Source: an optimization exercise on an open RTL-to-GDS flow (aim: small area). Production flows keep margins and buffers that such runs may drop. At most, simulation tests tie the RTL to the original design; equivalence was not proved. The RTL of run 1 was laid out without a check of its function. Power and IR drop assume default switching activity. No driver is modelled on the clock port, so clocking that relies on it looks cheaper here than on a real chip.

==> design/flow/design.v <==
package mvm_pkg;
  localparam int unsigned K_DEF = 8;
  localparam int unsigned P_DEF = 8;
  localparam int unsigned B_DEF = 20;
  typedef enum logic [1:0] {
    OP_LOAD_MATRIX = 2'd0,
    OP_LOAD_VECTOR = 2'd1,
    OP_RUN         = 2'd2,
    OP_RESERVED    = 2'd3
  } cmd_op_e;
  typedef enum logic [2:0] {
    ST_IDLE      = 3'd0,
    ST_FILL      = 3'd1,
    ST_ARM       = 3'd2,
    ST_BURST     = 3'd3,
    ST_GAP       = 3'd4,
    ST_WAIT_DONE = 3'd5,
    ST_CAPTURE   = 3'd6,
    ST_DRAIN     = 3'd7
  } state_e;
endpackage
module mvm_host_driver_mem #(
  parameter int unsigned W  = 20,
  parameter int unsigned NP = 16,
  parameter int unsigned RC = 8
) (
  input  logic           clk,
  input  logic           do_s,
  input  logic           sel_res,
  input  logic           use_q,
  input  logic           t,
  input  logic [W-1:0]   wr_data,
  input  logic [2*W-1:0] res_in,
  output logic [W-1:0]   tap_a,
  output logic [W-1:0]   tap_b
);
  localparam int unsigned RP = RC / 2 - 1;       
  localparam int unsigned VP = NP - RC / 2;      
  logic [NP-1:0][W-1:0] xa;
  logic [NP-1:0][W-1:0] ya;
  logic [NP-1:0][W-1:0] xb;
  logic [NP-1:0][W-1:0] yb;
  logic [W-1:0] q;
  always_ff @(posedge clk) begin
    q <= wr_data;
    for (int unsigned p = 0; p < NP; p++) begin
      ya[p] <= xa[p];
      yb[p] <= xb[p];
      if (sel_res && p == RP) begin
        xa[p] <= res_in[W-1:0];
      end else if (do_s) begin
        xa[p] <= (p == NP - 1) ? yb[0] : ya[(p + 1) % NP];
      end else begin
        xa[p] <= ya[p];
      end
      if (do_s) begin
        xb[p] <= (p == NP - 1) ? (use_q ? q : sel_res ? res_in[2*W-1:W] : wr_data) : yb[(p + 1) % NP];
      end else begin
        xb[p] <= yb[p];
      end
    end
  end
  assign tap_a = t ? xa[0]  : ya[0];
  assign tap_b = t ? xb[VP] : yb[VP];
endmodule
module mvm_host_driver #(
  parameter int unsigned K          = mvm_pkg::K_DEF,
  parameter int unsigned P          = mvm_pkg::P_DEF,
  parameter int unsigned B          = mvm_pkg::B_DEF,
  parameter int unsigned RES_OFFSET = 2,
  parameter int unsigned TIMEOUT    = 1023
) (
  input  logic             clk,
  input  logic             reset,
  input  logic             cmd_valid,
  output logic             cmd_ready,
  input  logic [1:0]       cmd_op,
  input  logic             in_valid,
  output logic             in_ready,
  input  logic [B-1:0]     in_data,
  output logic             res_valid,
  input  logic             res_ready,
  output logic [2*B-1:0]   res_data,
  output logic             busy,
  output logic             timeout_err,
  output logic             mvm_loadMatrix,
  output logic             mvm_loadVector,
  output logic             mvm_start,
  output logic [B-1:0]     mvm_data,
  input  logic             mvm_done,
  input  logic [2*B-1:0]   mvm_result
);
  localparam int unsigned RW    = 2 * B;
  localparam int unsigned DEPTH = K * P;
  localparam int unsigned NP    = DEPTH / 4;
  localparam int unsigned CMAX  = (TIMEOUT > DEPTH + 1) ? TIMEOUT : DEPTH + 1;
  localparam int unsigned CW    = $clog2(CMAX + 1);
  logic idle_q, fill_q, ldm_q, ldv_q, bm_q, bv_q, gap_q, wait_q, start_q, cap_q, drain_q;
  logic busy_q, err_q;
  logic mat_q;               
  logic [CW-1:0] cnt_q;      
  logic cmd_fire, pop, arm, inc, last_word, clr;
  logic pm, ev, do_s, phi_q, k_q;
  logic fill_end, burst_end, gap_end, wait_done, wait_to, cap_end, drain_end;
  logic burst, fill_d, burst_d, gap_d, wait_d, cap_d, drain_d, busy_d;
  logic [B-1:0]  tap_a, tap_b;
  assign cmd_fire  = cmd_valid & idle_q;
  assign pop       = drain_q & res_ready;
  assign arm       = ldm_q | ldv_q;
  assign burst     = bm_q | bv_q;
  assign inc       = ~((fill_q & ~in_valid) | arm | (drain_q & ~res_ready));
  assign last_word = (cnt_q == CW'(mat_q ? DEPTH - 1 : K - 1));
  assign fill_end  = fill_q & in_valid & last_word;
  assign burst_end = burst & last_word;
  assign gap_end   = gap_q & (cnt_q == CW'(1));
  assign wait_done = wait_q & mvm_done;
  assign wait_to   = wait_q & ~mvm_done & (cnt_q == CW'(TIMEOUT - 1));
  assign cap_end   = cap_q & (cnt_q == CW'(RES_OFFSET + K - 2));
  assign drain_end = pop & (cnt_q == CW'(K - 1));
  assign clr       = idle_q | fill_end | burst_end | wait_done | cap_end;
  assign fill_d  = (cmd_fire & (cmd_op == mvm_pkg::OP_LOAD_MATRIX || cmd_op == mvm_pkg::OP_LOAD_VECTOR))
                 | (fill_q & ~fill_end);
  assign burst_d = arm | (burst & ~burst_end);
  assign gap_d   = burst_end | (gap_q & ~gap_end);
  assign wait_d  = (cmd_fire & cmd_op == mvm_pkg::OP_RUN) | (wait_q & ~wait_done & ~wait_to);
  assign cap_d   = wait_done | (cap_q & ~cap_end);
  assign drain_d = cap_end | (drain_q & ~drain_end);
  assign busy_d  = fill_d | fill_end | burst_d | gap_d | wait_d | cap_d | drain_d;
  always_ff @(posedge clk or negedge reset) begin
    if (!reset) begin
      idle_q  <= 1'b0;
      fill_q  <= 1'b0;
      ldm_q   <= 1'b0;
      ldv_q   <= 1'b0;
      bm_q    <= 1'b0;
      bv_q    <= 1'b0;
      gap_q   <= 1'b0;
      wait_q  <= 1'b0;
      start_q <= 1'b0;
      cap_q   <= 1'b0;
      drain_q <= 1'b0;
      busy_q  <= 1'b0;
      err_q   <= 1'b0;
    end else begin
      idle_q  <= ~busy_d;
      fill_q  <= fill_d;
      ldm_q   <= fill_end & mat_q;
      ldv_q   <= fill_end & ~mat_q;
      bm_q    <= ldm_q | (bm_q & ~burst_end);
      bv_q    <= ldv_q | (bv_q & ~burst_end);
      gap_q   <= gap_d;
      wait_q  <= wait_d;
      start_q <= cmd_fire & cmd_op == mvm_pkg::OP_RUN;
      cap_q   <= cap_d;
      drain_q <= drain_d;
      busy_q  <= busy_d;
      err_q   <= cmd_fire ? 1'b0 : (err_q | wait_to);
    end
  end
  assign pm   = fill_q | arm | burst | drain_q;
  assign ev   = (fill_q & in_valid) | burst | pop;
  assign do_s = ~pm | (~phi_q & (k_q | ev));
  always_ff @(posedge clk) begin
    cnt_q <= clr ? '0 : cnt_q + CW'(inc);
    if (idle_q) mat_q <= (cmd_op == mvm_pkg::OP_LOAD_MATRIX);
    phi_q <= pm & (phi_q ^ ~do_s);
    k_q   <= pm & ev & (phi_q | k_q);
  end
  mvm_host_driver_mem #(
    .W  (B),
    .NP (NP),
    .RC (K)
  ) u_buf (
    .clk     (clk),
    .do_s    (do_s),
    .sel_res (wait_q | cap_q),
    .use_q   (k_q),
    .t       (phi_q | k_q),
    .wr_data (in_data),
    .res_in  (mvm_result),
    .tap_a   (tap_a),
    .tap_b   (tap_b)
  );
  assign cmd_ready      = idle_q;
  assign in_ready       = fill_q;
  assign res_valid      = drain_q;
  assign res_data       = {tap_b, tap_a};
  assign busy           = busy_q;
  assign timeout_err    = err_q;
  assign mvm_loadMatrix = ldm_q;
  assign mvm_loadVector = ldv_q;
  assign mvm_start      = start_q;
  assign mvm_data       = (tap_a & {B{bm_q}}) | (tap_b & {B{bv_q}});
endmodule
==> design/flow/flow/run.sh <==
#!/bin/bash
# Standard layout, with smaller port buffers and a coarser clock tree without dummy loads.
set -euo pipefail
export BUFFER_PORTS_ARGS="-buffer_cell sky130_fd_sc_hd__buf_1"
export CTS_ARGS="-sink_clustering_enable -repair_clock_nets -sink_clustering_size 36 -sink_clustering_max_diameter 70 -buf_list sky130_fd_sc_hd__clkbuf_16 -dont_use_dummy_load"
bash standard.sh > standard.log 2>&1
==> design/flow/standard.sh <==
#!/bin/bash
# synth_recipe.tcl (not shown) runs the flow's synth.tcl, then flattens the netlist and writes it again
# the make line also repeats each setting of config.mk as NAME=value (left out here)
make -C /OpenROAD-flow-scripts/flow DESIGN_CONFIG=/design/flow/config.mk WORK_HOME=/design/flow/orfs CLKGATE_MAP_FILE= SYNTH_SCRIPT=/design/flow/synth_recipe.tcl "${@:-finish}"
==> design/flow/config.mk <==
export PLATFORM = sky130hd
export DESIGN_NAME = mvm_host_driver
export DESIGN_NICKNAME = mvm_host_driver
export VERILOG_FILES = /design/flow/design.v
export SDC_FILE = /design/flow/constraint.sdc
export NUM_CORES = 4
export LEC_CHECK = 0
export CAP_MARGIN = 20
export CORE_MARGIN = 2
export CORE_UTILIZATION = 65
export SLEW_MARGIN = 20
export SYNTH_HIERARCHICAL = 1
==> design/flow/constraint.sdc <==
create_clock -name core_clock -period 5.0 [get_ports {clk}]
set_input_delay 1.0000 -clock core_clock [delete_from_list [all_inputs] [get_ports {clk}]]
set_output_delay 1.0000 -clock core_clock [all_outputs]
set_load 0.01 [all_outputs]
==> results of run 1 <==
==> report_power, final <==
part	switching, mW	internal (mW)	leakage [nW]
combinational	3.25	3.98	4.16
clock	2.82	1.74	0.592
sequential	1.39	14.0	11.0
total	7.46	19.7	15.8
==> flip-flops by register name (all words and copies together) (netlist names), 10 cells and up <==
name / flops
cnt_q: 10
u_buf.q: 20
u_buf.xa: 320
u_buf.xb: 320
u_buf.ya: 320
u_buf.yb: 320
==> metrics by stage <==
step                      instances  worst slack [ns]  utilization [%]  hold slack, ns
after floorplan                2291             2.459                -          0.3096
after global placement         3094             1.594            67.23          0.3097
after detailed placement       3094             1.533            67.23          0.3121
after CTS                      3142             1.220            69.40          0.2894
after global routing           3142             1.118            69.40          0.3028
final                          3142             1.269            69.40          0.2852
==> worst paths after layout <==
kind / cells past startpoint / slack [ns] / to / from
max: 5 / 1.27 / mvm_data[12] / k_q
min: 0 / 0.29 / u_buf.ya[97] / u_buf.xa[97]
max reg2reg: 7 / 1.83 / u_buf.xa[263] / bm_q
min reg2reg: 0 / 0.29 / u_buf.ya[97] / u_buf.xa[97]
max in group asynchronous: 1 / 4.13 / bv_q / reset
min in group asynchronous: 1 / 0.43 / busy_q / reset
==> layout by cell type, fill, tap and decap left out, types with 3 or more instances in the layout <==
cell type and n:
nor3_1 8, nand3_1 3, xor2_1 3, clkbuf_16 48, dfxtp_1 1312, mux2_2 642, nor4_1 3, nand2_1 28
and3_1 3, buf_4 9, buf_12 4, buf_1 135, dfrtp_1 13, a221o_1 19, inv_1 6, nor2b_1 22
a22o_1 21, o21ai_1 20, nand4_1 3, mux2i_1 20, xnor2_1 5, nor2_1 17, o21ai_0 3, mux2_4 17
==> worst max-delay path: cells and delay by family, from the launching register on <==
family | cells | cell delay [ns]
AND/OR/NAND/NOR | 1 | 0.69
flip-flops | 1 | 0.38
buffers and inverters | 2 | 0.47
multiplexers | 1 | 0.41
AO/OA/AOI/OAI | 1 | 0.19
==> area by class of cell <==
type | instances | share of cell area [%]
timing repair buffer | 148 | 1.705
inverter | 6 | 0.05867
clock buffer | 48 | 3.129
sequential | 1326 | 69.35
multi-input combinational | 866 | 23.32
tap | 748 | 2.438
==> metal layers <==
| metal | vias up | global-route usage, % | part of all wire [%] |
|---|---|---|---|
| li1 | 7996 | - | - |
| met1 | 7726 | 23.86 | 47 |
| met2 | 180 | 29.53 | 46 |
| met3 | 91 | 2.962 | 3.6 |
| met4 | 0 | 5.593 | 2.7 |
| met5 | - | 0 | 0 |
==> cell families after synthesis <==
| logic type | Yosys count | share of synthesized area, % |
|---|---|---|
| DFF | 1326 | 73.03 |
| buffers and inverters | 99 | 2.454 |
| muxes | 680 | 21.11 |
| adders and majority gates | 2 | 0.06864 |
| xor gates and xnor gates | 8 | 0.1922 |
| AOI/OAI and AO/OA | 77 | 1.661 |
| and+or+nand+nor | 99 | 1.483 |
==> results.toml, run 1 <==
[status]
run_status = "timing/DRC/antenna clean"

[placement]
port_buffers = 135
dp.final_hpwl_mm = 34.06
dpl_cell_area_um2 = 37180
gp_congestion = 0.9004

[floorplanning]
ios = 136
die_w_um = 240.8
dieHeight_um = 240.8
core_um2 = 55310
start_util_pct = 65.91
dieArea_um2 = 57990
row_count = 86

[synthesis]
synth_warnings = 8
async_flop_share_pct = 0.9804
yosysUniqueCellTypes = 52
avgSynthCellArea_um2 = 15.91
synth_nets = 2361
synth_edf_count = 1
ys_ff_latch = 1326
synth_top_area_cell = "dfxtp_1"
seq_area_frac_synth_pct = 73.03
synth_ff_type = "dfxtp_1"
synth.area.top_cells = "dfxtp_1 (72%), mux2_2 (20%), buf_6 (1.9%), dfrtp_1 (0.89%), mux2_4 (0.70%)"
synthCells = 2291
synthTopCellsByCount = "dfxtp_1 (1,312), mux2_2 (642), buf_6 (60)"
netlist.area_leader.share_pct = 72.05
yosysMostFrequentCell = "dfxtp_1"
synth_area_um2 = 36450

[cells_and_area]
multi_input_area_um2 = 8951
drive_above_1_share_pct = 30.49
area_delta_synth_final_pct = 5.303
ff_latch_area_um2 = 26620
n_fill_cell = 3888
n_antenna_cell = 0
fin_area_um2 = 38390
fin_nets = 2466

[setup_path]
crit_type = "flip-flop to primary output"
crit_chain = "or2_2 > buf_4 > mux2_2 > a22o_1 > buf_1"
critPathSlowestCell = "or2_2"
startpoint_type = "flip-flop"
crit_fanout = 29
cp-end-kind = "primary output"
cp.arrival_ns = 2.73
required_ns = 4.00
max_stage_delay_ns = 0.69

[drt]
first_iter_violations = 885
routed_wl_mm = 51.59
vias_per_cell = 5.090
first_pass_iters = 5
wl_per_cell_um = 16.42
drc = 0
detail-route-antenna-nets = 0
vias = 15990

[clock_tree]
cts_tree = "yes"
clk_pin_slew_ns = 0.12
htree_num_levels = 2
ctsResizeCount = 0
cts_hold_buf = 0
post_cts_buffers = 0
cts_made_buffers = 48
cts_buffer_depth = 3
clockRootBuffer = "clkbuf_16"
insertion_delay_ns = 0.63
clock-sinks = 1326

[global_routing]
grtUsageTotal_pct = 17.74
grt_pass1_wl_mm = 82.52
antenna_found_initial = 0
grt_max_degree = 130
grt_pass1_vias = 16120
grt_overflow = 0

[timing]
tns_ns = 0
worst_pin_slew_ns = 0.8361
slew_headroom_pct = 44.26
min_period_ns = 3.731
max_freq_ghz = 0.2680
hold_viol = 0
final.period_utilization_pct = 74.62
setup_viol = 0
drv_slew = 0
rsz0062_at_grt = "false"
fin_skew_ns = 0.05677

[power_and_ir_drop]
ir_drop_mv = 0.7109
p_leak_nw = 15.76
design_power_total_mw = 27.18
power_density_nw_per_um2 = 708.0

[hold_path]
hold_class = "flip-flop to flip-flop"

[job]
max-cap-violations = 0
==> inputs of run 2 (changes only) <==
--- a/design/flow/design.v
+++ b/design/flow/design.v
@@ -32,7 +32,8 @@
   input  logic [W-1:0]   wr_data,
   input  logic [2*W-1:0] res_in,
   output logic [W-1:0]   tap_a,
-  output logic [W-1:0]   tap_b
+  output logic [W-1:0]   tap_b,
+  output logic [W-1:0]   tap_v
 );
   localparam int unsigned RP = RC / 2 - 1;       
   localparam int unsigned VP = NP - RC / 2;      
@@ -48,20 +49,19 @@
       yb[p] <= xb[p];
       if (sel_res && p == RP) begin
         xa[p] <= res_in[W-1:0];
+        xb[p] <= res_in[2*W-1:W];
       end else if (do_s) begin
         xa[p] <= (p == NP - 1) ? yb[0] : ya[(p + 1) % NP];
+        xb[p] <= (p == NP - 1) ? (use_q ? q : wr_data) : yb[(p + 1) % NP];
       end else begin
         xa[p] <= ya[p];
-      end
-      if (do_s) begin
-        xb[p] <= (p == NP - 1) ? (use_q ? q : sel_res ? res_in[2*W-1:W] : wr_data) : yb[(p + 1) % NP];
-      end else begin
         xb[p] <= yb[p];
       end
     end
   end
   assign tap_a = t ? xa[0]  : ya[0];
-  assign tap_b = t ? xb[VP] : yb[VP];
+  assign tap_b = t ? xb[0]  : yb[0];
+  assign tap_v = t ? xb[VP] : yb[VP];
 endmodule
 module mvm_host_driver #(
   parameter int unsigned K          = mvm_pkg::K_DEF,
@@ -103,7 +103,7 @@
   logic pm, ev, do_s, phi_q, k_q;
   logic fill_end, burst_end, gap_end, wait_done, wait_to, cap_end, drain_end;
   logic burst, fill_d, burst_d, gap_d, wait_d, cap_d, drain_d, busy_d;
-  logic [B-1:0]  tap_a, tap_b;
+  logic [B-1:0]  tap_a, tap_b, tap_v;
   assign cmd_fire  = cmd_valid & idle_q;
   assign pop       = drain_q & res_ready;
   assign arm       = ldm_q | ldv_q;
@@ -179,7 +179,8 @@
     .wr_data (in_data),
     .res_in  (mvm_result),
     .tap_a   (tap_a),
-    .tap_b   (tap_b)
+    .tap_b   (tap_b),
+    .tap_v   (tap_v)
   );
   assign cmd_ready      = idle_q;
   assign in_ready       = fill_q;
@@ -190,5 +191,5 @@
   assign mvm_loadMatrix = ldm_q;
   assign mvm_loadVector = ldv_q;
   assign mvm_start      = start_q;
-  assign mvm_data       = (tap_a & {B{bm_q}}) | (tap_b & {B{bv_q}});
+  assign mvm_data       = (tap_a & {B{bm_q}}) | (tap_v & {B{bv_q}});
 endmodule
==> design/flow/flow/run.sh (replaced) <==
#!/bin/bash
# Standard layout, with smaller port buffers and a coarser clock tree without dummy loads.
set -euo pipefail
export BUFFER_PORTS_ARGS="-buffer_cell sky130_fd_sc_hd__buf_1"
export CTS_ARGS="-sink_clustering_enable -repair_clock_nets -sink_clustering_size 30 -sink_clustering_max_diameter 80 -buf_list sky130_fd_sc_hd__clkbuf_16 -dont_use_dummy_load"
bash standard.sh > standard.log 2>&1
--- a/design/flow/config.mk
+++ b/design/flow/config.mk
@@ -9,4 +9,3 @@
 export CORE_MARGIN = 2
 export CORE_UTILIZATION = 65
 export SLEW_MARGIN = 20
-export SYNTH_HIERARCHICAL = 1
==> run 2 against run 1 <==
Still clean on timing, DRC and antenna; routed wire length up 16%; non-clock buffer count is 5 higher; sequential power grew 12%; register-to-register slack about the same; final area up 0.94%; fmax fell by 5.6%; synthesized cell count increased by 5.5%; cell count rose by 3.8%; core utilization is 0.29 points lower; die area up 0.45%.
==> results.toml, run 2 <==
[status]
run_status = "timing/DRC/antenna clean"

[clock_tree]
post_cts_buffers = 0
clock-sinks = 1326
insertion_delay_ns = 0.62
cts_made_buffers = 50
cts_tree = "yes"
ctsResizeCount = 0
cts_buffer_depth = 3
clockRootBuffer = "clkbuf_16"
htree_num_levels = 2
clk_pin_slew_ns = 0.11
cts_hold_buf = 0

[timing]
setup_viol = 0
fin_skew_ns = 0.05150
tns_ns = 0
min_period_ns = 3.951
worst_pin_slew_ns = 1.064
drv_slew = 0
max_freq_ghz = 0.2531
hold_viol = 0
final.period_utilization_pct = 79.02
rsz0062_at_grt = "false"
slew_headroom_pct = 29.04

[global_routing]
grtUsageTotal_pct = 20.63
grt_pass1_wl_mm = 94.05
grt_max_degree = 119
grt_pass1_vias = 16910
grt_overflow = 0
antenna_found_initial = 2

[setup_path]
crit_chain = "buf_4 > nor2_4 > buf_12 > mux2_2 > a22o_1 > buf_1"
cp-end-kind = "primary output"
required_ns = 4.00
r2r_slack_ns = 1.84
cp.arrival_ns = 2.95
crit_type = "flip-flop to primary output"
rr_worst_depth = 6
startpoint_type = "flip-flop"
critPathSlowestCell = "nor2_4"
max_stage_delay_ns = 0.60
regToRegEndpoint = "u_buf.xa[253]"
crit_fanout = 41
reg2reg_from = "bm_q"

[synthesis]
synthCells = 2416
synth_nets = 2486
async_flop_share_pct = 0.9804
yosysMostFrequentCell = "dfxtp_1"
synth_top_area_cell = "dfxtp_1"
synth_ff_type = "dfxtp_1"
ys_ff_latch = 1326
synth_warnings = 2
avgSynthCellArea_um2 = 15.16
seq_area_frac_synth_pct = 72.69
netlist.area_leader.share_pct = 71.72
synth_edf_count = 1
synth_area_um2 = 36620
synthTopCellsByCount = "dfxtp_1 (1,312), mux2_1 (400), mux2_2 (240)"
yosysUniqueCellTypes = 45
synth.area.top_cells = "dfxtp_1 (72%), mux2_1 (12%), mux2_2 (7.4%), buf_6 (1.4%), dfrtp_1 (0.89%)"

[floorplanning]
dieHeight_um = 241.4
die_w_um = 241.4
dieArea_um2 = 58250
start_util_pct = 65.33
row_count = 87
ios = 136
core_um2 = 56060

[hold_path]
hold_depth = 0
hold_class = "flip-flop to flip-flop"
min_to = "u_buf.yb[164]"
hp-start = "u_buf.xb[164]"

[cells_and_area]
fin_nets = 2577
most-common-layout-cells = "dfxtp_1 (1,312), mux2_1 (400), mux2_2 (240)"
drive_above_1_share_pct = 12.73
n_antenna_cell = 0
area_delta_synth_final_pct = 5.805
fin_util_pct = 69.12
final_common_cell = "dfxtp_1"
fin_area_um2 = 38750

[placement]
port_buffers = 135
dp.final_hpwl_mm = 39.57
dpl_cell_area_um2 = 37500
gp_congestion = 0.8484

[power_and_ir_drop]
ir_drop_mv = 0.5133
power_density_nw_per_um2 = 775.0
swShare_pct = 29.64
internal_power_mw = 21.13
comb_power_share_pct = 26.8
clock_power_share_pct = 15.6
p_leak_nw = 15.85
p_switching_mw = 8.899
seqPwrFrac_pct = 57.6

[drt]
first_pass_iters = 5
drc = 0
detail-route-antenna-nets = 0
vias_per_cell = 5.226
wl_per_cell_um = 18.38
vias = 17040
routed_wl_mm = 59.93
first_iter_violations = 936

[job]
max-cap-violations = 0
## run 2: changes by cell type after synthesis, sizes merged, moves of 23 or more
cell and change:
nor2 +40, a21oi +43, nand3 +23, o21ai +40, a31oi +41, clkbuf +32
## run 2: worst max path at each step
stage	to	cells past startpoint	from	slack (ns)
after floorplan	mvm_data[10]	5	k_q	2.35
after global placement	u_buf.xa[264]	7	in_valid	1.57
after detailed placement	u_buf.xa[253]	7	in_valid	1.56
after CTS	mvm_data[16]	6	k_q	1.00
after global routing	mvm_data[16]	6	k_q	0.87
final	mvm_data[16]	6	k_q	1.05
## run 2: layout make-up
| class | count | area (µm²) |
|---|---|---|
| clock buffers | 50 | 1251 |
| fillers | 3921 | 17310 |
| inverters | 6 | 22.52 |
| multi-input cells | 970 | 9190 |
| flip-flops and latches | 1326 | 26620 |
| well taps | 756 | 945.9 |
| repair buffers | 153 | 716.9 |
## run 2: routing by layer
layer | vias up | part of all wire [%] | wire, µm | track usage, %
li1 | 8403 | - | - | -
met1 | 8289 | 48 | 28820 | 28.88
met2 | 263 | 46 | 27470 | 33.39
met3 | 84 | 3.8 | 2296 | 3.646
met4 | 4 | 2.2 | 1326 | 5.275
met5 | - | 0.038 | 23 | 0
## run 2: logic make-up after synthesis
group / after synthesis / synth area share (%)
AOI/OAI and AO/OA: 180 / 2.969
xor gates and xnor gates: 8 / 0.1913
adders and majority gates: 2 / 0.06832
buffers and inverters: 120 / 2.320
DFF: 1326 / 72.69
muxes: 660 / 20.23
and+or+nand+nor: 120 / 1.534
## run 2: power by group through the flow
stage	logic (mW)	registers (mW)	clock network [mW]
after floorplan	6.95	16.6	0
after global placement	7.87	17.4	0
after detailed placement	8.12	17.6	0
after CTS	8.20	17.4	4.83
after global routing	8.84	17.8	5.19
final	8.05	17.3	4.68
## run 2: stage by stage
stage | hold WS (ns) | setup WS, ns | total power, mW | std cells
detailed placement | 0.3121 | 1.556 | 25.72 | 3211
global placement | 0.3095 | 1.572 | 25.31 | 3211
finish | 0.3179 | 1.049 | 30.03 | 3261
global route | 0.3212 | 0.8653 | 31.83 | 3261
CTS | 0.3108 | 1.001 | 30.40 | 3261
floorplan | 0.3096 | 2.352 | 23.50 | 2416
## run 2: worst max-delay path, delay by kind of cell, from the launching register on
family / cells / cell delay, ns
flip-flops: 1 / 0.32
AO/OA/AOI/OAI: 1 / 0.24
buffers and inverters: 3 / 0.74
AND/OR/NAND/NOR: 1 / 0.60
multiplexers: 1 / 0.40
==> inputs of run 3 (changes only) <==
--- a/design/flow/design.v
+++ b/design/flow/design.v
@@ -21,47 +21,57 @@
 endpackage
 module mvm_host_driver_mem #(
   parameter int unsigned W  = 20,
-  parameter int unsigned NP = 16,
+  parameter int unsigned NR = 8,
   parameter int unsigned RC = 8
 ) (
   input  logic           clk,
   input  logic           do_s,
   input  logic           sel_res,
-  input  logic           use_q,
-  input  logic           t,
+  input  logic [1:0]     src,
+  input  logic [1:0]     sel,
   input  logic [W-1:0]   wr_data,
   input  logic [2*W-1:0] res_in,
   output logic [W-1:0]   tap_a,
-  output logic [W-1:0]   tap_b,
-  output logic [W-1:0]   tap_v
+  output logic [W-1:0]   tap_b
 );
-  localparam int unsigned RP = RC / 2 - 1;       
-  localparam int unsigned VP = NP - RC / 2;      
-  logic [NP-1:0][W-1:0] xa;
-  logic [NP-1:0][W-1:0] ya;
-  logic [NP-1:0][W-1:0] xb;
-  logic [NP-1:0][W-1:0] yb;
-  logic [W-1:0] q;
+  localparam int unsigned N  = 4 * NR;   
+  localparam int unsigned VB = N - RC;   
+  logic [N-1:0][W-1:0] a, b;
+  logic [W-1:0] d1, d2, d3, ins;
+  always_comb begin
+    case (src)
+      2'd0:    ins = wr_data;
+      2'd1:    ins = d1;
+      2'd2:    ins = d2;
+      default: ins = d3;
+    endcase
+  end
   always_ff @(posedge clk) begin
-    q <= wr_data;
-    for (int unsigned p = 0; p < NP; p++) begin
-      ya[p] <= xa[p];
-      yb[p] <= xb[p];
-      if (sel_res && p == RP) begin
-        xa[p] <= res_in[W-1:0];
-        xb[p] <= res_in[2*W-1:W];
-      end else if (do_s) begin
-        xa[p] <= (p == NP - 1) ? yb[0] : ya[(p + 1) % NP];
-        xb[p] <= (p == NP - 1) ? (use_q ? q : wr_data) : yb[(p + 1) % NP];
+    d1 <= wr_data;
+    d2 <= d1;
+    d3 <= d2;
+    for (int unsigned i = 0; i < N; i++) begin
+      if (i % 4 != 3) begin
+        a[i] <= a[(i + 1) % N];
+        b[i] <= b[(i + 1) % N];
       end else begin
-        xa[p] <= ya[p];
-        xb[p] <= yb[p];
+        if (sel_res && i == RC - 1) begin
+          a[i] <= res_in[W-1:0];
+        end else if (do_s) begin
+          a[i] <= (i == N - 1) ? b[0] : a[(i + 1) % N];
+        end else begin
+          a[i] <= a[(i + N - 3) % N];
+        end
+        if (do_s) begin
+          b[i] <= (i == N - 1) ? (sel_res ? res_in[2*W-1:W] : ins) : b[(i + 1) % N];
+        end else begin
+          b[i] <= b[(i + N - 3) % N];
+        end
       end
     end
   end
-  assign tap_a = t ? xa[0]  : ya[0];
-  assign tap_b = t ? xb[0]  : yb[0];
-  assign tap_v = t ? xb[VP] : yb[VP];
+  assign tap_a = a[sel];
+  assign tap_b = b[VB + sel];
 endmodule
 module mvm_host_driver #(
   parameter int unsigned K          = mvm_pkg::K_DEF,
@@ -92,7 +102,7 @@
 );
   localparam int unsigned RW    = 2 * B;
   localparam int unsigned DEPTH = K * P;
-  localparam int unsigned NP    = DEPTH / 4;
+  localparam int unsigned NR    = DEPTH / 8;
   localparam int unsigned CMAX  = (TIMEOUT > DEPTH + 1) ? TIMEOUT : DEPTH + 1;
   localparam int unsigned CW    = $clog2(CMAX + 1);
   logic idle_q, fill_q, ldm_q, ldv_q, bm_q, bv_q, gap_q, wait_q, start_q, cap_q, drain_q;
@@ -100,10 +110,12 @@
   logic mat_q;               
   logic [CW-1:0] cnt_q;      
   logic cmd_fire, pop, arm, inc, last_word, clr;
-  logic pm, ev, do_s, phi_q, k_q;
+  logic pm, arr, pop_ev, pend_any, do_s;
+  logic [1:0] phi_q, o_q, src;
+  logic [3:1] pend_q, pend_d;
   logic fill_end, burst_end, gap_end, wait_done, wait_to, cap_end, drain_end;
   logic burst, fill_d, burst_d, gap_d, wait_d, cap_d, drain_d, busy_d;
-  logic [B-1:0]  tap_a, tap_b, tap_v;
+  logic [B-1:0]  tap_a, tap_b;
   assign cmd_fire  = cmd_valid & idle_q;
   assign pop       = drain_q & res_ready;
   assign arm       = ldm_q | ldv_q;
@@ -157,30 +169,38 @@
       err_q   <= cmd_fire ? 1'b0 : (err_q | wait_to);
     end
   end
-  assign pm   = fill_q | arm | burst | drain_q;
-  assign ev   = (fill_q & in_valid) | burst | pop;
-  assign do_s = ~pm | (~phi_q & (k_q | ev));
+  assign pm       = fill_q | arm | burst | drain_q;
+  assign arr      = fill_q & in_valid;
+  assign pop_ev   = burst | pop;
+  assign pend_any = arr | (|pend_q);
+  assign do_s     = ~pm | ((phi_q == 2'd0) & (fill_q ? pend_any : ((o_q != 2'd0) | pop_ev)));
+  assign src      = pend_q[3] ? 2'd3 : pend_q[2] ? 2'd2 : pend_q[1] ? 2'd1 : 2'd0;
+  assign pend_d[1] = pm & arr & ~(do_s & (src == 2'd0));
+  assign pend_d[2] = pm & pend_q[1] & ~(do_s & (src == 2'd1));
+  assign pend_d[3] = pm & pend_q[2] & ~(do_s & (src == 2'd2));
   always_ff @(posedge clk) begin
     cnt_q <= clr ? '0 : cnt_q + CW'(inc);
     if (idle_q) mat_q <= (cmd_op == mvm_pkg::OP_LOAD_MATRIX);
-    phi_q <= pm & (phi_q ^ ~do_s);
-    k_q   <= pm & ev & (phi_q | k_q);
+    phi_q  <= (pm & ~do_s) ? phi_q + 2'd1 : 2'd0;
+    pend_q <= pend_d;
+    o_q    <= ~pm ? 2'd0
+            : fill_q ? 2'(pend_d[1]) + 2'(pend_d[2]) + 2'(pend_d[3])
+            : o_q - 2'(do_s) + 2'(pop_ev);
   end
   mvm_host_driver_mem #(
     .W  (B),
-    .NP (NP),
+    .NR (NR),
     .RC (K)
   ) u_buf (
     .clk     (clk),
     .do_s    (do_s),
     .sel_res (wait_q | cap_q),
-    .use_q   (k_q),
-    .t       (phi_q | k_q),
+    .src     (src),
+    .sel     (o_q - phi_q),
     .wr_data (in_data),
     .res_in  (mvm_result),
     .tap_a   (tap_a),
-    .tap_b   (tap_b),
-    .tap_v   (tap_v)
+    .tap_b   (tap_b)
   );
   assign cmd_ready      = idle_q;
   assign in_ready       = fill_q;
@@ -191,5 +211,5 @@
   assign mvm_loadMatrix = ldm_q;
   assign mvm_loadVector = ldv_q;
   assign mvm_start      = start_q;
-  assign mvm_data       = (tap_a & {B{bm_q}}) | (tap_v & {B{bv_q}});
+  assign mvm_data       = (tap_a & {B{bm_q}}) | (tap_b & {B{bv_q}});
 endmodule
--- a/design/flow/config.mk
+++ b/design/flow/config.mk
@@ -9,3 +9,4 @@
 export CORE_MARGIN = 2
 export CORE_UTILIZATION = 65
 export SLEW_MARGIN = 20
+export SYNTH_HIERARCHICAL = 1
==> run 3 against run 2 <==
Cell count fell by 13%; synthesized cell count decreased by 16%; non-clock buffer count is 7 lower; clock-buffer cell count increased by 1; sequential share of layout area grew 6.6 points; sequential power decreased by 11%; setup slack worse by 0.51 ns; core utilization increased by 1.7 points; hold slack worse by 0.019 ns.
==> results.toml, run 3 <==
[clock_tree]
cts_tree = "yes"
cts_buffer_depth = 3
clk_pin_slew_ns = 0.11
clock-sinks = 1371
clockRootBuffer = "clkbuf_16"
ctsResizeCount = 0
cts_hold_buf = 0
cts_made_buffers = 51
insertion_delay_ns = 0.62
htree_num_levels = 2
post_cts_buffers = 0

[synthesis]
synth_area_um2 = 34130
synth_top_area_cell = "dfxtp_1"
synth_edf_count = 1
synth_warnings = 8
synth_nets = 2112
yosysMostFrequentCell = "dfxtp_1"
netlist.area_leader.share_pct = 79.59
ys_ff_latch = 1371
synthCells = 2037
avgSynthCellArea_um2 = 16.76
async_flop_share_pct = 0.9482
synth_ff_type = "dfxtp_1"
synth.area.top_cells = "dfxtp_1 (80%), mux2_2 (9.2%), mux4_2 (4.0%), dfrtp_1 (0.95%), mux2i_1 (0.65%)"
yosysUniqueCellTypes = 48
seq_area_frac_synth_pct = 80.63
synthTopCellsByCount = "dfxtp_1 (1,357), mux2_2 (280), mux4_2 (60)"

[setup_path]
critPathSlowestCell = "xnor2_2"
crit_chain = "inv_1 > ha_1 > xnor2_1 > xnor2_2 > buf_4 > mux4_2 > a22o_1 > buf_1"
cpLargestDelayFamily = "XOR/XNOR gates"
required_ns = 4.00
max_stage_delay_ns = 0.77
startpoint_type = "flip-flop"
cp.arrival_ns = 3.46
cp-end-kind = "primary output"
crit_buf_inv = 3
crit_type = "flip-flop to primary output"
crit_fanout = 26

[global_routing]
grt_overflow = 0
met3_usage_pct = 3.284
grt_use_met2_pct = 31.10
grtUsageMet1_pct = 27.22
antenna_found_initial = 1
grt_max_degree = 113
grtUsageTotal_pct = 19.37
grt-busiest-layer = "met2"
grt_pass1_vias = 14320
grt_pass1_wl_mm = 80.63

[timing]
fin_skew_ns = 0.04046
drv_slew = 0
min_period_ns = 4.457
rsz0062_at_grt = "false"
max_freq_ghz = 0.2244
hold_viol = 0
final.period_utilization_pct = 89.14
setup_viol = 0
tns_ns = 0
slew_headroom_pct = 33.67
finalWorstSetupSlack_ns = 0.5430
worst_pin_slew_ns = 0.9901

[drt]
drc = 0
wl_per_cell_um = 18.32
vias_per_cell = 5.015
vias = 14280
detail-route-antenna-nets = 0
routed_wl_mm = 52.17
first_pass_iters = 4
first_iter_violations = 825

[cells_and_area]
most-common-layout-cells = "dfxtp_1 (1,357), mux2_2 (280), buf_1 (135)"
area_delta_synth_final_pct = 7.075
fin_nets = 2243
drive_above_1_share_pct = 18.98
fin_cells = 2847
final_common_cell = "dfxtp_1"
reg.largest.list = "u_buf.a (640), u_buf.b (640)"

[power_and_ir_drop]
ir_drop_mv = 0.5609
design_power_total_mw = 26.50
p_leak_nw = 14.92
power_density_nw_per_um2 = 725.0

[floorplanning]
row_count = 83
die_w_um = 233.2
core_um2 = 51610
dieArea_um2 = 54360
start_util_pct = 66.13
dieHeight_um = 233.2
ios = 136

[placement]
dp.final_hpwl_mm = 34.79
gp_congestion = 0.8802
port_buffers = 135
placed_cells = 2795
dpl_worst_slack_ns = 1.208

[hold_path]
hold_class = "flip-flop to flip-flop"

[status]
run_status = "timing/DRC/antenna clean"

[job]
max-cap-violations = 0
[run 3: cell types whose count changed after synthesis, moves of 41 or more]
cell	before	now
a21oi_1	43	2
buf_6	45	3
dfxtp_1	1312	1357
mux2_1	400	0
mux4_2	0	60
o21ai_0	63	22
[run 3: final cells by class]
class	instances	area (µm²)
Timing Repair Buffer	146	614.3
Inverter	13	48.80
Clock buffer	51	1276
Tap cell	680	850.8
Fill cell	3394	15070
Antenna cell	1	2.502
Multi-Input combinational cell	585	6233
Sequential cell	1371	27520
[run 3: per-stage QoR]
step	area, µm²	util [%]	hold slack (ns)
detailed placement	35270	68.33	0.3121
floorplan	34130	-	0.3096
global placement	35270	68.33	0.3095
finish	36550	70.81	0.2993
CTS	36550	70.81	0.2952
global route	36550	70.81	0.2929
[run 3: report_power, final]
| part | internal (mW) | total (mW) | switching (mW) | leakage (nW) |
|---|---|---|---|---|
| clock network | 1.84 | 4.75 | 2.91 | 0.628 |
| registers | 14.1 | 15.4 | 1.31 | 11.4 |
| logic | 3.08 | 6.33 | 3.25 | 2.93 |
| total | 19.0 | 26.5 | 7.46 | 14.9 |
[run 3: layer usage]
metal | up-vias | part of all wire, %
met5 | - | 0
li1 | 7056 | -
met2 | 197 | 46
met4 | 0 | 2.4
met1 | 6945 | 48
met3 | 80 | 3.8
[run 3: cell families (layout without fill, tap and decap cells)]
group	count (synthesis)	after routing	synth area share, %
other cells	0	1	0
mux	362	362	13.84
compound gates	83	83	1.895
fa+ha+maj	7	7	0.2786
flops	1371	1371	80.63
simple gates	121	121	1.895
xor+xnor	12	12	0.3079
buf+inv	81	210	1.151
[run 3: final timing paths]
kind / from / end / slack [ns] / cells past startpoint
max: o_q[0] / mvm_data[4] / 0.54 / 8
min: u_buf.b[353] / u_buf.b[333] / 0.30 / 0
max reg2reg: bm_q / u_buf.b[638] / 1.71 / 8
min reg2reg: u_buf.b[353] / u_buf.b[333] / 0.30 / 0
max in group asynchronous: reset / gap_q / 4.07 / 1
min in group asynchronous: reset / cap_q / 0.43 / 1
==> inputs of run 4 (changes only) <==
--- a/design/flow/design.v
+++ b/design/flow/design.v
@@ -121,14 +121,18 @@
   assign arm       = ldm_q | ldv_q;
   assign burst     = bm_q | bv_q;
   assign inc       = ~((fill_q & ~in_valid) | arm | (drain_q & ~res_ready));
-  assign last_word = (cnt_q == CW'(mat_q ? DEPTH - 1 : K - 1));
+  localparam int unsigned KB = $clog2(K);
+  localparam int unsigned DB = $clog2(DEPTH);
+  localparam logic [CW-1:0] TO_LAST = CW'(TIMEOUT - 1);
+  localparam logic [CW-1:0] CAP_LAST = CW'(RES_OFFSET + K - 2);
+  assign last_word = (&cnt_q[KB-1:0]) & (~mat_q | (&cnt_q[DB-1:KB]));
   assign fill_end  = fill_q & in_valid & last_word;
   assign burst_end = burst & last_word;
-  assign gap_end   = gap_q & (cnt_q == CW'(1));
+  assign gap_end   = gap_q & cnt_q[0];
   assign wait_done = wait_q & mvm_done;
-  assign wait_to   = wait_q & ~mvm_done & (cnt_q == CW'(TIMEOUT - 1));
-  assign cap_end   = cap_q & (cnt_q == CW'(RES_OFFSET + K - 2));
-  assign drain_end = pop & (cnt_q == CW'(K - 1));
+  assign wait_to   = wait_q & ~mvm_done & ((cnt_q & TO_LAST) == TO_LAST);
+  assign cap_end   = cap_q & ((cnt_q & CAP_LAST) == CAP_LAST);
+  assign drain_end = pop & (&cnt_q[KB-1:0]);
   assign clr       = idle_q | fill_end | burst_end | wait_done | cap_end;
   assign fill_d  = (cmd_fire & (cmd_op == mvm_pkg::OP_LOAD_MATRIX || cmd_op == mvm_pkg::OP_LOAD_VECTOR))
                  | (fill_q & ~fill_end);
==> run 4 against run 3 <==
Still clean on timing, DRC and antenna; combinational power is 3% higher; final area is 0.14% lower; synthesized cell count is 0.34% lower; total power is 3.0% higher; cell count hardly changed; clock skew is 0.0042 ns lower; via count is 0.24% higher; routed wire length is 4.2% lower; register-to-register slack worse by 0.12 ns; setup slack better by 0.40 ns; flip-flop and latch count stayed put; highest routed layer unchanged.
==> results.toml, run 4 <==
[global_routing]
grt_overflow = 0
grtUsageTotal_pct = 18.91
grt_max_degree = 150
grt_pass1_wl_mm = 80.03
antenna_found_initial = 4
grt_pass1_vias = 14590

[setup_path]
crit_type = "flip-flop to primary output"
startpoint_type = "flip-flop"
crit_fanout = 17
cpLargestDelayFamily = "buffers and inverters"
crit_chain = "inv_1 > ha_1 > inv_2 > buf_4 > mux4_2 > a22o_1 > buf_1"
cp.arrival_ns = 3.06
required_ns = 4.00
cp-end-kind = "primary output"
max_stage_delay_ns = 0.58
crit_buf_inv = 4
critPathSlowestCell = "mux4_2"

[synthesis]
ys_ff_latch = 1371
synth_ff_type = "dfxtp_1"
synth_top_family_by_area = "multiplexers"
async_flop_share_pct = 0.9482
yosysUniqueCellTypes = 45
synth_nets = 2105
muxShareOfSynthArea_pct = 13.87
synth_compound_area_share_pct = 1.778
synth_warnings = 8
netlist.area_leader.share_pct = 79.76
synthTopCellsByCount = "dfxtp_1 (1,357), mux2_2 (280), mux4_2 (60)"
synthCells = 2030
synthAdderAreaFrac_pct = 0.2792
seq_area_frac_synth_pct = 80.81
synth_edf_count = 1
synth_xor_area_share_pct = 0.3086
synth_top_area_cell = "dfxtp_1"
synth_area_um2 = 34060
yosysMostFrequentCell = "dfxtp_1"
synth.area.top_cells = "dfxtp_1 (80%), mux2_2 (9.3%), mux4_2 (4.0%), dfrtp_1 (0.96%), mux2i_1 (0.65%)"
yosys.area_share.simple_pct = 1.785
avgSynthCellArea_um2 = 16.78

[power_and_ir_drop]
power_density_nw_per_um2 = 748.0
ir_drop_mv = 0.8470
p_leak_nw = 14.90

[timing]
hold_viol = 0
max_freq_ghz = 0.2463
worst_pin_slew_ns = 0.9580
rsz0062_at_grt = "false"
drv_slew = 0
tns_ns = 0
final.period_utilization_pct = 81.20
setup_viol = 0
min_period_ns = 4.060
fin_skew_ns = 0.03627
finalWorstSetupSlack_ns = 0.9401
slew_headroom_pct = 36.14

[drt]
first_pass_iters = 4
wl_per_cell_um = 17.57
vias = 14310
drc = 0
first_iter_violations = 875
vias_per_cell = 5.031
detail-route-antenna-nets = 0
routed_wl_mm = 49.99

[cells_and_area]
n_fill_cell = 3429
final_common_cell = "dfxtp_1"
fin_util_pct = 70.85
fin_nets = 2240
ff_latch_area_um2 = 27520
area_delta_synth_final_pct = 7.160
drive_above_1_share_pct = 19.14
fin_cells = 2845
most-common-layout-cells = "dfxtp_1 (1,357), mux2_2 (280), buf_1 (135)"
reg.largest.list = "u_buf.a (640), u_buf.b (640)"
fin_area_um2 = 36500
multi_input_area_um2 = 6153

[job]
max-cap-violations = 0

[placement]
gp_congestion = 0.9023
dpl_worst_slack_ns = 1.533
placed_cells = 2792
port_buffers = 135
dpl_cell_area_um2 = 35220
dp.final_hpwl_mm = 32.24

[floorplanning]
dieHeight_um = 232.9
ios = 136
start_util_pct = 66.12
core_um2 = 51510
row_count = 83
dieArea_um2 = 54240
die_w_um = 232.9

[clock_tree]
cts_tree = "yes"
post_cts_buffers = 0
htree_num_levels = 2
clockRootBuffer = "clkbuf_16"
insertion_delay_ns = 0.63
clock-sinks = 1371
clk_pin_slew_ns = 0.11
cts_buffer_depth = 3
ctsResizeCount = 0
cts_made_buffers = 51
cts_hold_buf = 0

[hold_path]
hold_class = "flip-flop to flip-flop"

[status]
run_status = "timing/DRC/antenna clean"
-- run 4: cell types whose count changed after synthesis, moves of 3 or more --
cell and delta:
nand3_1 +3, nor2_1 +6, inv_1 +3, clkbuf_1 -3, nand2_1 -4
-- run 4: worst paths after layout --
path	start	end	slack [ns]	depth (start not counted)
max in group asynchronous	reset	err_q	4.07	1
min	u_buf.b[595]	u_buf.b[575]	0.30	0
max reg2reg	bm_q	u_buf.a[308]	1.59	6
min in group asynchronous	reset	gap_q	0.42	1
max	o_q[0]	mvm_data[11]	0.94	7
min reg2reg	u_buf.b[595]	u_buf.b[575]	0.30	0
-- run 4: final cells by class --
| cell class | instances | share of cell area [%] |
|---|---|---|
| flip-flops and latches | 1371 | 75.41 |
| multi-input cells | 577 | 16.86 |
| clock buffers | 51 | 3.497 |
| well taps | 680 | 2.331 |
| repair buffers | 148 | 1.724 |
| inverters | 16 | 0.1646 |
| diodes | 2 | 0.01371 |
-- run 4: cells by family after synthesis --
| group | count (synthesis) |
|---|---|
| compound gates | 80 |
| xor+xnor | 12 |
| fa+ha+maj | 7 |
| buf+inv | 82 |
| flops | 1371 |
| mux | 362 |
| simple gates | 116 |
-- run 4: through the flow --
stage | hold WS (ns) | power [mW]
2_1_floorplan | 0.3096 | 20.79
3_3_place_gp | 0.3098 | 22.61
3_5_place_dp | 0.3121 | 22.85
4_1_cts | 0.2964 | 27.58
5_1_grt | 0.3047 | 28.73
6_report | 0.3026 | 27.30
-- run 4: layer usage --
| metal | GRT usage (%) | wire (µm) | vias up |
|---|---|---|---|
| li1 | - | - | 7020 |
| met1 | 27.69 | 24670 | 6983 |
| met2 | 28.57 | 21630 | 224 |
| met3 | 4.044 | 2284 | 85 |
| met4 | 5.474 | 1400 | 0 |
| met5 | 0 | 0 | - |
-- run 4: where the power goes --
group	switching [mW]	internal (mW)
combinational	3.23	3.29
sequential	1.39	14.6
clock	2.92	1.84
total	7.53	19.8
==> inputs of run 5 (changes only) <==
==> design/flow/flow/run.sh (replaced) <==
#!/bin/bash
# Standard layout, with smaller port buffers and a coarser clock tree without dummy loads.
set -euo pipefail
export BUFFER_PORTS_ARGS="-buffer_cell sky130_fd_sc_hd__buf_1"
export CTS_ARGS="-sink_clustering_enable -repair_clock_nets -sink_clustering_size 33 -sink_clustering_max_diameter 80 -buf_list sky130_fd_sc_hd__clkbuf_16 -dont_use_dummy_load"
bash standard.sh > standard.log 2>&1
==> run 5 against run 4 <==
Synthesized cell count stayed put; register-to-register slack better by 0.10 ns; first-iteration DRC count is 3.4% lower; highest routed layer unchanged.
==> results.toml, run 5 <==
[setup_path]
regToRegEndpoint = "u_buf.a[308]"
critPathSlowestCell = "mux4_2"
crit_buf_inv = 4
rr_worst_depth = 6
max_stage_delay_ns = 0.59
required_ns = 4.00
cp.arrival_ns = 3.06
crit_type = "flip-flop to primary output"
cp-end-kind = "primary output"
startpoint_type = "flip-flop"
r2r_slack_ns = 1.69
cpLargestDelayFamily = "buffers and inverters"
reg2reg_from = "bv_q"
crit_fanout = 17
crit_chain = "inv_1 > ha_1 > inv_2 > buf_4 > mux4_2 > a22o_1 > buf_1"

[synthesis]
yosysUniqueCellTypes = 45
synthTopCellsByCount = "dfxtp_1 (1,357), mux2_2 (280), mux4_2 (60)"
synth_area_um2 = 34060
netlist.area_leader.share_pct = 79.76
synth_ff_type = "dfxtp_1"
synth_top_area_cell = "dfxtp_1"
ys_ff_latch = 1371
synth_edf_count = 1
yosysMostFrequentCell = "dfxtp_1"
avgSynthCellArea_um2 = 16.78
synth_nets = 2105
synth.area.top_cells = "dfxtp_1 (80%), mux2_2 (9.3%), mux4_2 (4.0%), dfrtp_1 (0.96%), mux2i_1 (0.65%)"
synth_warnings = 8
seq_area_frac_synth_pct = 80.81
synthCells = 2030
async_flop_share_pct = 0.9482

[timing]
rsz0062_at_grt = "false"
max_freq_ghz = 0.2464
worst_pin_slew_ns = 0.9382
min_period_ns = 4.059
hold_ws_ns = 0.3158
tns_ns = 0
fin_skew_ns = 0.02603
finalWorstSetupSlack_ns = 0.9415
hold_viol = 0
setup_viol = 0
slew_headroom_pct = 37.45
drv_slew = 0
final.period_utilization_pct = 81.17

[drt]
wl_per_cell_um = 17.61
first_pass_iters = 4
first_iter_violations = 845
vias_per_cell = 5.026
detail-route-antenna-nets = 0
vias = 14280
routed_wl_mm = 50.02
drc = 0

[clock_tree]
htree_num_levels = 2
cts_made_buffers = 47
insertion_delay_ns = 0.62
cts_buffer_depth = 3
clock-sinks = 1371
clockRootBuffer = "clkbuf_16"
cts_tree = "yes"
clk_pin_slew_ns = 0.11
cts_hold_buf = 0
post_cts_buffers = 0
ctsResizeCount = 0

[placement]
gp_congestion = 0.9023
dp.final_hpwl_mm = 32.24
dpl_worst_slack_ns = 1.533
port_buffers = 135
placed_cells = 2792
dpl_cell_area_um2 = 35220

[global_routing]
grt_max_degree = 150
grtUsageTotal_pct = 18.90
grt_pass1_vias = 14610
antenna_found_initial = 4
grt_pass1_wl_mm = 80.00
grt_overflow = 0

[hold_path]
hold_class = "flip-flop to flip-flop"
min_to = "u_buf.b[328]"
hp-start = "u_buf.b[348]"
hold_depth = 0

[cells_and_area]
fin_util_pct = 70.66
fin_nets = 2236
drive_above_1_share_pct = 18.99
fin_area_um2 = 36400
area_delta_synth_final_pct = 6.866
most-common-layout-cells = "dfxtp_1 (1,357), mux2_2 (280), buf_1 (135)"
final_common_cell = "dfxtp_1"
reg.largest.list = "u_buf.a (640), u_buf.b (640)"
fin_cells = 2841

[floorplanning]
dieHeight_um = 232.9
core_um2 = 51510
row_count = 83
ios = 136
dieArea_um2 = 54240
start_util_pct = 66.12
die_w_um = 232.9

[power_and_ir_drop]
ir_drop_mv = 0.8427
design_power_total_mw = 27.12
power_density_nw_per_um2 = 745.2
p_leak_nw = 14.85

[job]
max-cap-violations = 0

[status]
run_status = "timing/DRC/antenna clean"
## run 5: cell counts after synthesis
No cell type changed its count.
## run 5: kinds of logic (layout without fill, tap and decap cells)
logic type / Yosys count / count (layout) / synth area share [%]
AOI/OAI and AO/OA: 80 / 80 / 1.778
xor gates and xnor gates: 12 / 12 / 0.3086
adders and majority gates: 7 / 7 / 0.2792
buffers and inverters: 82 / 211 / 1.168
DFF: 1371 / 1371 / 80.81
muxes: 362 / 362 / 13.87
other: 0 / 2 / 0
and+or+nand+nor: 116 / 116 / 1.786
## run 5: layout make-up
type	count	area, µm²
antenna	2	5.005
clock buffer	47	1176
fill	3445	15110
inverter	16	60.06
multi-input combinational	577	6153
sequential	1371	27520
tap	680	850.8
timing repair buffer	148	629.4
## run 5: how the worst max path moves through the flow
| stage | start | endpoint | slack, ns | cells past startpoint |
|---|---|---|---|---|
| 6_report | o_q[0] | mvm_data[18] | 0.94 | 7 |
| 2_1_floorplan | o_q[0] | mvm_data[0] | 2.04 | 7 |
| 3_5_place_dp | o_q[0] | mvm_data[14] | 1.53 | 7 |
| 4_1_cts | o_q[0] | mvm_data[14] | 0.86 | 7 |
| 5_1_grt | o_q[0] | mvm_data[14] | 0.71 | 7 |
| 3_3_place_gp | o_q[0] | mvm_data[15] | 1.58 | 7 |
## run 5: where the power goes
| group | switching, mW | internal (mW) | leakage [nW] |
|---|---|---|---|
| Combinational | 3.22 | 3.29 | 2.87 |
| Clock | 2.89 | 1.71 | 0.579 |
| Sequential | 1.39 | 14.6 | 11.4 |
| Total | 7.50 | 19.6 | 14.9 |
## run 5: layer usage
| metal | share of wire, % | wire [µm] | GRT usage (%) |
|---|---|---|---|
| met2 | 44 | 22020 | 28.81 |
| met5 | 0 | 0 | 0 |
| met3 | 4.6 | 2312 | 3.542 |
| met4 | 2.4 | 1225 | 5.971 |
| met1 | 49 | 24460 | 27.59 |
==> inputs of run 6 (changes only) <==
==> design/flow/flow/run.sh (replaced) <==
#!/bin/bash
# Standard layout, with smaller port buffers and a coarser clock tree without dummy loads.
set -euo pipefail
export BUFFER_PORTS_ARGS="-buffer_cell sky130_fd_sc_hd__buf_1"
export CTS_ARGS="-sink_clustering_enable -repair_clock_nets -sink_clustering_size 36 -sink_clustering_max_diameter 60 -buf_list sky130_fd_sc_hd__clkbuf_16 -dont_use_dummy_load"
bash standard.sh > standard.log 2>&1
--- a/design/flow/config.mk
+++ b/design/flow/config.mk
@@ -7,6 +7,7 @@
 export LEC_CHECK = 0
 export CAP_MARGIN = 20
 export CORE_MARGIN = 2
-export CORE_UTILIZATION = 65
+export CORE_UTILIZATION = 80
+export PLACE_DENSITY = 0.85
 export SLEW_MARGIN = 20
 export SYNTH_HIERARCHICAL = 1
==> run 6 against run 5 <==
Clock-buffer cell count up 2; clock power up 3%; setup slack worse by 0.051 ns; register-to-register slack worse by 0.27 ns; area after synthesis unchanged; largest power group unchanged.
==> results.toml, run 6 <==
[setup_path]
crit_buf_inv = 4
max_stage_delay_ns = 0.63
crit_type = "flip-flop to primary output"
startpoint_type = "flip-flop"
regToRegEndpoint = "u_buf.a[305]"
cp-end-kind = "primary output"
cp.arrival_ns = 3.11
crit_fanout = 26
required_ns = 4.00
crit_chain = "inv_1 > ha_1 > inv_2 > buf_12 > mux4_2 > a22o_1 > buf_1"
critPathSlowestCell = "mux4_2"
r2r_slack_ns = 1.42
cpLargestDelayFamily = "buffers and inverters"
reg2reg_from = "bm_q"
rr_worst_depth = 5

[floorplanning]
ios = 136
dieArea_um2 = 44240
row_count = 75
die_w_um = 210.3
start_util_pct = 81.19
dieHeight_um = 210.3
core_um2 = 41950

[hold_path]
hold_depth = 0
hp-start = "u_buf.b[630]"
hold_class = "flip-flop to flip-flop"
min_to = "u_buf.b[610]"

[synthesis]
synth_warnings = 8
muxShareOfSynthArea_pct = 13.87
yosysMostFrequentCell = "dfxtp_1"
synthCells = 2030
synth_nets = 2105
synthAdderAreaFrac_pct = 0.2792
avgSynthCellArea_um2 = 16.78
synth_xor_area_share_pct = 0.3086
yosysUniqueCellTypes = 45
synth_top_area_cell = "dfxtp_1"
synth_ff_type = "dfxtp_1"
yosys.area_share.simple_pct = 1.785
async_flop_share_pct = 0.9482
synth_edf_count = 1
synthTopCellsByCount = "dfxtp_1 (1,357), mux2_2 (280), mux4_2 (60)"
seq_area_frac_synth_pct = 80.81
synth_area_um2 = 34060
synth_compound_area_share_pct = 1.778
synth.area.top_cells = "dfxtp_1 (80%), mux2_2 (9.3%), mux4_2 (4.0%), dfrtp_1 (0.96%), mux2i_1 (0.65%)"
synth_top_family_by_area = "multiplexers"
ys_ff_latch = 1371
netlist.area_leader.share_pct = 79.76

[cells_and_area]
fin_util_pct = 86.41
final_common_cell = "dfxtp_1"
drive_above_1_share_pct = 18.84
fin_nets = 2232
fin_cells = 2700
reg.largest.list = "u_buf.a (640), u_buf.b (640)"
area_delta_synth_final_pct = 6.429
most-common-layout-cells = "dfxtp_1 (1,357), mux2_2 (280), buf_1 (135)"
fin_area_um2 = 36250

[global_routing]
grt_use_met2_pct = 42.62
grt_pass1_vias = 15460
grt_overflow = 0
grt-busiest-layer = "met2"
grtUsageMet1_pct = 34.13
antenna_found_initial = 5
grtUsageTotal_pct = 25.41
met3_usage_pct = 3.754
grt_max_degree = 174
grt_pass1_wl_mm = 86.23

[placement]
placed_cells = 2645
dpl_cell_area_um2 = 35010
gp_congestion = 0.8519
dpl_worst_slack_ns = 1.380
port_buffers = 135
dp.final_hpwl_mm = 33.53

[drt]
detail-route-antenna-nets = 0
wl_per_cell_um = 20.42
vias_per_cell = 5.417
routed_wl_mm = 55.14
first_iter_violations = 934
drc = 0
vias = 14630
first_pass_iters = 5

[clock_tree]
clockRootBuffer = "clkbuf_16"
clk_pin_slew_ns = 0.12
htree_num_levels = 2
insertion_delay_ns = 0.64
clock-sinks = 1371
cts_made_buffers = 49
cts_hold_buf = 0
post_cts_buffers = 0
ctsResizeCount = 0
cts_tree = "yes"
cts_buffer_depth = 3

[power_and_ir_drop]
internal_power_mw = 19.72
design_power_total_mw = 27.55
power_density_nw_per_um2 = 759.9
ir_drop_mv = 0.9338
clock_power_share_pct = 17.1
swShare_pct = 28.42
p_leak_nw = 14.85
comb_power_share_pct = 24.3
seqPwrFrac_pct = 58.7
p_switching_mw = 7.828

[timing]
slew_headroom_pct = 23.01
fin_skew_ns = 0.06892
min_period_ns = 4.109
worst_pin_slew_ns = 1.155
drv_slew = 0
hold_ws_ns = 0.2671
tns_ns = 0
final.period_utilization_pct = 82.19
hold_viol = 0
finalWorstSetupSlack_ns = 0.8905
rsz0062_at_grt = "false"
setup_viol = 0
max_freq_ghz = 0.2433

[job]
max-cap-violations = 0

[status]
run_status = "timing/DRC/antenna clean"
run 6: cell counts after synthesis:
Identical to the previous run, type by type.
run 6: cells by family after synthesis:
| family | after synthesis |
|---|---|
| fa+ha+maj | 7 |
| mux | 362 |
| xor+xnor | 12 |
| compound gates | 80 |
| buf+inv | 82 |
| flops | 1371 |
| simple gates | 116 |
run 6: layout make-up:
type                    count  area, µm²
fillers                  1700       5699
clock buffers              49       1226
well taps                 539      674.4
multi-input cells         577       6153
diodes                      6      15.01
inverters                  16      60.06
repair buffers            142      596.8
flip-flops and latches   1371      27520
run 6: how the worst max path moves through the flow:
stage,depth (start not counted),from,slack (ns),to
floorplan,7,o_q[0],2.04,mvm_data[0]
global placement,6,res_ready,1.46,u_buf.a[620]
detailed placement,6,res_ready,1.38,u_buf.b[66]
CTS,7,o_q[0],0.86,mvm_data[19]
global route,7,o_q[0],0.76,mvm_data[19]
finish,7,o_q[0],0.89,mvm_data[19]
run 6: power by group through the flow:
stage,Clock (mW),Combinational (mW),Sequential [mW]
2_1_floorplan,0,5.23,15.6
3_3_place_gp,0,6.40,16.0
3_5_place_dp,0,6.59,16.3
4_1_cts,4.77,6.70,16.2
5_1_grt,5.10,7.12,16.5
6_report,4.71,6.68,16.2
run 6: layer usage:
metal	up-vias	wire length (µm)
met2	260	26930
met5	-	0
li1	7016	-
met1	7263	24490
met3	87	2047
met4	0	1669
==> inputs of run 7 (changes only) <==
==> design/flow/flow/run.sh (replaced) <==
#!/bin/bash
# Standard layout, with smaller port buffers and a coarser clock tree without dummy loads.
set -euo pipefail
export BUFFER_PORTS_ARGS="-buffer_cell sky130_fd_sc_hd__buf_1"
export CTS_ARGS="-sink_clustering_enable -repair_clock_nets -sink_clustering_size 33 -sink_clustering_max_diameter 70 -buf_list sky130_fd_sc_hd__clkbuf_16 -dont_use_dummy_load"
bash standard.sh > standard.log 2>&1
--- a/design/flow/config.mk
+++ b/design/flow/config.mk
@@ -7,7 +7,6 @@
 export LEC_CHECK = 0
 export CAP_MARGIN = 20
 export CORE_MARGIN = 2
-export CORE_UTILIZATION = 80
-export PLACE_DENSITY = 0.85
+export CORE_UTILIZATION = 75
 export SLEW_MARGIN = 20
 export SYNTH_HIERARCHICAL = 1
==> run 7 against run 6 <==
Via count decreased by 0.43%; setup slack improved by 0.028 ns; synthesized cell count unchanged; routed wire length decreased by 4.4%; fmax increased by 0.69%; critical endpoint is now mvm_data[0]; clock skew decreased by 0.011 ns; total power decreased by 0.85%; area after synthesis unchanged.
==> results.toml, run 7 <==
[setup_path]
cp-end-kind = "primary output"
startpoint_type = "flip-flop"
critPathSlowestCell = "inv_2"
crit_fanout = 24
max_stage_delay_ns = 0.60
cp-startpoint = "o_q[0]"
crit_buf_inv = 4
required_ns = 4.00
cpLargestDelayFamily = "buffers and inverters"
crit_type = "flip-flop to primary output"
reg2reg_from = "bv_q"
cp.arrival_ns = 3.08
crit_chain = "inv_1 > ha_1 > inv_2 > buf_4 > mux4_2 > a22o_1 > buf_1"

[timing]
finalWorstSetupSlack_ns = 0.9189
drv_slew = 0
fin_skew_ns = 0.05751
setup_viol = 0
slew_headroom_pct = 29.87
worst_pin_slew_ns = 1.052
hold_viol = 0
tns_ns = 0
max_freq_ghz = 0.2450
final.period_utilization_pct = 81.62
min_period_ns = 4.081
rsz0062_at_grt = "false"

[placement]
dpl_worst_slack_ns = 1.477
port_buffers = 135
placed_cells = 2710
gp_congestion = 0.8695
dp.final_hpwl_mm = 33.37

[power_and_ir_drop]
power_density_nw_per_um2 = 752.2
ir_drop_mv = 0.6520
swShare_pct = 28.00
comb_power_share_pct = 24.1
p_switching_mw = 7.648
p_leak_nw = 14.85
internal_power_mw = 19.66
seqPwrFrac_pct = 58.9
clock_power_share_pct = 17.0

[cells_and_area]
reg.largest.list = "u_buf.a (640), u_buf.b (640)"
area_delta_synth_final_pct = 6.617
most-common-layout-cells = "dfxtp_1 (1,357), mux2_2 (280), buf_1 (135)"
drive_above_1_share_pct = 18.95
final_common_cell = "dfxtp_1"
fin_util_pct = 80.53
fin_cells = 2762
fin_nets = 2235

[floorplanning]
die_w_um = 217.1
start_util_pct = 75.54
ios = 136
row_count = 78
dieArea_um2 = 47130
core_um2 = 45090
dieHeight_um = 217.1

[synthesis]
yosysUniqueCellTypes = 45
avgSynthCellArea_um2 = 16.78
synth_xor_area_share_pct = 0.3086
muxShareOfSynthArea_pct = 13.87
synth_area_um2 = 34060
synthCells = 2030
seq_area_frac_synth_pct = 80.81
async_flop_share_pct = 0.9482
synth_nets = 2105
synth_top_area_cell = "dfxtp_1"
synth_warnings = 8
yosys.area_share.simple_pct = 1.785
synth_top_family_by_area = "multiplexers"
synth_ff_type = "dfxtp_1"
netlist.area_leader.share_pct = 79.76
synth.area.top_cells = "dfxtp_1 (80%), mux2_2 (9.3%), mux4_2 (4.0%), dfrtp_1 (0.96%), mux2i_1 (0.65%)"
synthAdderAreaFrac_pct = 0.2792
yosysMostFrequentCell = "dfxtp_1"
ys_ff_latch = 1371
synth_compound_area_share_pct = 1.778
synth_edf_count = 1
synthTopCellsByCount = "dfxtp_1 (1,357), mux2_2 (280), mux4_2 (60)"

[clock_tree]
clock-sinks = 1371
clockRootBuffer = "clkbuf_16"
cts_hold_buf = 0
insertion_delay_ns = 0.63
cts_tree = "yes"
post_cts_buffers = 0
htree_num_levels = 2
cts_made_buffers = 48
cts_buffer_depth = 3
ctsResizeCount = 0
clk_pin_slew_ns = 0.11

[global_routing]
grtUsageTotal_pct = 22.85
antenna_found_initial = 4
grt_pass1_vias = 14940
grt_overflow = 0
grt_pass1_wl_mm = 83.18
grt_max_degree = 165

[hold_path]
hold_class = "flip-flop to flip-flop"
hp-start = "u_buf.b[370]"

[drt]
vias_per_cell = 5.273
wl_per_cell_um = 19.08
vias = 14560
detail-route-antenna-nets = 0
first_pass_iters = 5
drc = 0
routed_wl_mm = 52.70
first_iter_violations = 904

[job]
max-cap-violations = 0

[status]
run_status = "timing/DRC/antenna clean"
-- run 7: cell counts after synthesis --
Identical to the previous run, type by type.
-- run 7: power by group through the flow --
stage / Combinational (mW) / Sequential (mW) / Clock (mW)
floorplan: 5.23 / 15.6 / 0
detailed placement: 6.55 / 16.3 / 0
CTS: 6.61 / 16.1 / 4.74
finish: 6.57 / 16.1 / 4.64
global placement: 6.41 / 16.1 / 0
global route: 7.01 / 16.5 / 5.11
-- run 7: cell families (layout without fill, tap and decap cells) --
family,count (synthesis),count (layout)
multiplexers,362,362
AO/OA/AOI/OAI,80,80
other,0,4
flip-flops,1371,1371
XOR/XNOR,12,12
adder cells (fa/ha/maj),7,7
AND/OR/NAND/NOR,116,116
buffers and inverters,82,210
-- run 7: area by class of cell --
| type | count | area, µm² |
|---|---|---|
| clock buffers | 48 | 1201 |
| flip-flops and latches | 1371 | 27520 |
| multi-input cells | 577 | 6153 |
| repair buffers | 146 | 614.3 |
| diodes | 4 | 10.01 |
| inverters | 16 | 60.06 |
| well taps | 600 | 750.7 |
| fillers | 2428 | 8777 |
-- run 7: metal layers --
metal | GRT usage, % | wire length, µm
met1 | 33.07 | 25010
met2 | 36.59 | 24750
met3 | 3.354 | 1792
met4 | 6.416 | 1151
met5 | 0 | 0
-- run 7: path summary, 6_finish.rpt --
path | endpoint | slack, ns | depth (start not counted)
max reg2reg | u_buf.a[621] | 1.63 | 6
max | mvm_data[0] | 0.92 | 7
min in group asynchronous | gap_q | 0.43 | 1
max in group asynchronous | err_q | 4.10 | 1
min | u_buf.b[350] | 0.30 | 0
min reg2reg | u_buf.b[350] | 0.30 | 0
-- run 7: through the flow --
| step | instance area (µm²) | hold WS [ns] | power, mW |
|---|---|---|---|
| after floorplan | 34060 | 0.3096 | 20.79 |
| after global placement | 35100 | 0.3096 | 22.54 |
| after detailed placement | 35100 | 0.3121 | 22.87 |
| after CTS | 36300 | 0.3031 | 27.49 |
| after global routing | 36310 | 0.3107 | 28.58 |
| final | 36310 | 0.3006 | 27.31 |

==> port drivers added, routing unchanged <==
Ports are ideal in the flow. The routed layouts listed here were re-timed in OpenROAD.
Step 1, drivers: a clkbuf_16 drives clk and a buf_2 each remaining input, both assumed.
Step 2 adds t to the input delays and takes it off the output delays; t is the mean of the earliest and latest rising clock arrival at the registers after step 1. Input paths then give back, and output paths get back, about the clock's delay inside the block.
Slacks: ideal / step 1 / step 2; pairs: ideal / step 1.
run | shift t [ns] | setup WS [ns] | hold WS [ns] | worst setup path at the end | worst slew at a driven data input, ns
run 1 | 0.655 | 1.269 / 1.212 / 1.546 | 0.285 / 0.285 / 0.285 | input to register | 0.05
run 2 | 0.655 | 1.049 / 0.989 / 1.544 | 0.318 / 0.318 / 0.318 | input to register | 0.06
run 3 | 0.660 | 0.543 / 0.483 / 1.143 | 0.299 / 0.299 / 0.299 | register to output | 0.07
run 4 | 0.658 | 0.940 / 0.882 / 1.414 | 0.303 / 0.303 / 0.303 | input to register | 0.11
run 5 | 0.657 | 0.941 / 0.883 / 1.477 | 0.316 / 0.316 / 0.316 | input to register | 0.10
run 6 | 0.656 | 0.891 / 0.834 / 1.252 | 0.267 / 0.267 / 0.267 | input to register | 0.11
run 7 | 0.659 | 0.919 / 0.858 / 1.454 | 0.301 / 0.301 / 0.301 | input to register | 0.11
After both steps setup and hold are still met in every run listed.
